Source: an optimization exercise on an open RTL-to-GDS flow (aim: small area, a short achievable clock period and few clock cycles per item). Production flows keep margins and buffers that such runs may drop.
No activity file was given, so power comes from the tool's default toggle rates.

== old ==
## fusion_blend_v2
module fusion_blend_v2
#(
  parameter int PIXELS_PER_BEAT = 16,
  parameter int PIX_W           = 8,
  parameter int WGT_W           = 8,
  parameter int IMAGE_DIM       = 512
) (
  input  logic                             clk,
  input  logic                             rst,
  input  logic [1:0]                       mode,
  input  logic                             in_valid,
  output logic                             in_ready,
  input  logic [PIX_W*PIXELS_PER_BEAT-1:0] old_frame,
  input  logic [PIX_W*PIXELS_PER_BEAT-1:0] new_frame,
  input  logic [WGT_W*PIXELS_PER_BEAT-1:0] weight,
  output logic                             out_valid,
  input  logic                             out_ready,
  output logic [PIX_W*PIXELS_PER_BEAT-1:0] fused_frame,
  output logic                             out_last,
  output logic                             frame_done
);
Settings: LEC_CHECK=0, CAP_MARGIN=20, CORE_MARGIN=2, CORE_UTILIZATION=40, SETUP_SLACK_MARGIN=1.5, SLEW_MARGIN=20; clock period 5.5 ns.
standard.sh (not shown) runs the stock make flow with config.mk's settings and CLKGATE_MAP_FILE= SYNTH_SCRIPT=/design/flow/synth_recipe.tcl, a recipe that flattens the netlist after the stock synthesis.
==> flow/flow/run.sh <==
#!/bin/bash
# Own layout flow: the standard layout (standard.sh, unchanged synthesis and steps), with
# the port buffers that global placement inserts made plain buffers instead of the default
# delay-buffer cell. Every input and output port still gets its own buffer.
set -euo pipefail
export BUFFER_PORTS_ARGS="-buffer_cell sky130_fd_sc_hd__buf_2"
bash standard.sh > standard.log 2>&1
old was carried through to the last stage, and its layout satisfied the timing, DRC and antenna checks.
[inputs] new vs old
--- a/flow/design.v
+++ b/flow/design.v
@@ -25,17 +25,17 @@
   input  logic [7:0] d_in,
   output logic [7:0] fused
 );
   logic [7:0] deff;
   logic [7:0] pp0, pp1, pp2, pp3, pp4, pp5, pp6, pp7;
   logic [15:0] row_a, row_b, sum;
   logic [7:0] blend;
   logic s1, c2, s3, c4, s5, c6, s7, c8, s9, c10, s11, c12, s13, c14, s15, c16, s17, c18, s19, c20, s21, c22, s23, c24, s25, c26, s27, c28, s29, c30, s31, c32, s33, c34, s35, c36, s37, c38, s39, c40, s41, c42, s43, c44, s45, c46, s47, c48, s49, c50, s51, c52, s53, c54, s55, c56, s57, c58, s59, c60, s61, c62, s63, c64, s65, c66, s67, c68, s69, c70, s71, c72, s73, c74, s75, c76, s77, c78, s79, c80, s81, c82, s83, c84, s85, c86, s87, c88, s89, c90, s91, c92, s93, c94, s95, c96, s97, c98, s99, c100, s101, c102, s103, c104, s105, c106, s107, c108, s109, c110, s111, c112;
-  logic r113, r114, r115, r116, r117, r118, r119, r120, r121, r122, r123, r124, r125, r126, r127, r128, r129, r130, r131;
+  logic r113, r114, r115, r116, r117, r118, r119, r120, r121, r122, r123, r124, r125, r126, r127;
   assign deff = (d_in | {8{frc_one}}) & ~{8{frc_zero}};
   assign pp0 = deff[0] ? y_in : x_in;
   assign pp1 = deff[1] ? y_in : x_in;
   assign pp2 = deff[2] ? y_in : x_in;
   assign pp3 = deff[3] ? y_in : x_in;
   assign pp4 = deff[4] ? y_in : x_in;
   assign pp5 = deff[5] ? y_in : x_in;
   assign pp6 = deff[6] ? y_in : x_in;
@@ -147,43 +147,39 @@
   assign s105 = s57 ^ c78 ^ s79;
   assign c106 = (s57 & c78) | (s57 & s79) | (c78 & s79);
   assign s107 = c58 ^ s81 ^ c80;
   assign c108 = (c58 & s81) | (c58 & c80) | (s81 & c80);
   assign s109 = c60 ^ s83 ^ c82;
   assign c110 = (c60 & s83) | (c60 & c82) | (s83 & c82);
   assign s111 = pp6[7] ^ pp7[6] ^ c84;
   assign c112 = (pp6[7] & pp7[6]) | (pp6[7] & c84) | (pp7[6] & c84);
-  logic [6:0] low_sum;
-  assign low_sum = {1'b0, c94, c92, c90, c88, c86, s85} + {1'b0, s95, s93, s91, s89, s87, 1'b0};
-  assign row_a = {1'b0, r130, r128, r126, r124, r122, r120, r118, r116, r114, 1'b0, 1'b0, 1'b0, 1'b0, 1'b0, 1'b0};
-  assign row_b = {1'b0, r131, r129, r127, r125, r123, r121, r119, r117, r115, 1'b0, 1'b0, 1'b0, 1'b0, 1'b0, 1'b0};
-  assign sum = row_a + row_b + (16'(r113) << 6);
+  logic [8:0] low_sum;
+  assign low_sum = {1'b0, c98, c96, c94, c92, c90, c88, c86, s85} + {1'b0, s99, s97, s95, s93, s91, s89, s87, 1'b0};
+  assign row_a = {1'b0, r126, r124, r122, r120, r118, r116, r114, 1'b0, 1'b0, 1'b0, 1'b0, 1'b0, 1'b0, 1'b0, 1'b0};
+  assign row_b = {1'b0, r127, r125, r123, r121, r119, r117, r115, 1'b0, 1'b0, 1'b0, 1'b0, 1'b0, 1'b0, 1'b0, 1'b0};
+  assign sum = row_a + row_b + (16'(r113) << 8);
   assign blend = sum[15:8];
   always_ff @(posedge clk) begin
     if (en) begin
-      r113 <= low_sum[6];
-      r114 <= c96;
-      r115 <= s97;
-      r116 <= c98;
-      r117 <= s99;
-      r118 <= c100;
-      r119 <= s101;
-      r120 <= c102;
-      r121 <= s103;
-      r122 <= c104;
-      r123 <= s105;
-      r124 <= c106;
-      r125 <= s107;
-      r126 <= c108;
-      r127 <= s109;
-      r128 <= c110;
-      r129 <= s111;
-      r130 <= c112;
-      r131 <= pp7[7];
+      r113 <= low_sum[8];
+      r114 <= c100;
+      r115 <= s101;
+      r116 <= c102;
+      r117 <= s103;
+      r118 <= c104;
+      r119 <= s105;
+      r120 <= c106;
+      r121 <= s107;
+      r122 <= c108;
+      r123 <= s109;
+      r124 <= c110;
+      r125 <= s111;
+      r126 <= c112;
+      r127 <= pp7[7];
     end
   end
   assign fused = blend;
 endmodule
 module fusion_blend_v2
 #(
   parameter int PIXELS_PER_BEAT = 16,
   parameter int PIX_W           = 8,
--- outcome ---
- Part of the total power dissipated in combinational logic was higher in the run labelled new.
- The run showing the greater arithmetic-cell share of the synthesized area counting full adders, half adders and majority gates is new.
- Changes observed in new relative to old: wire length down about 10%; buffers plus inverters on the worst setup path climbed 3; fraction of the mapped netlist area in simple logic gates has decreased.
- old reports its launch point of the worst path as g_lane[14].u_lane.r114$_DFFE_PP_ while new reports mode_q[1]$_SDFFE_PP0P_.
- In new relative to old, quantity of gates resized following cts had gone up by more than a quarter.
No run of this note included a check of the RTL's function; only the layout flow was run.

re-timing with driven ports:
No port has a modelled driver above. Below, the same layouts with a new extraction and two added sets of constraints. Step 1 assumes that a clkbuf_16 drives the clock port and a buf_2 every other input. Step 2 times the ports against the registers' clock, not the clock port: input delays grow and output delays shrink by t, the midpoint of the rising clock arrivals with the driver on. Three values: ideal ports, drivers, drivers and shift; two values: the first two.
run | t (ns) | slack for setup (ns) | worst hold slack (ns) | worst slew at a driven data input, ns | cell pins on the clock port's net
old | 0.696 | 1.252 / 1.185 / 1.253 | 0.497 / 0.497 / 0.497 | 0.19 | 1
new | 0.671 | 1.173 / 1.173 / 0.816 | 0.516 / 0.516 / 0.516 | 0.26 | 1
After both steps every run listed still meets setup and hold. The setup slack of new, which loses most, moves by 0.000 ns with the drivers and by -0.357 ns with both steps.
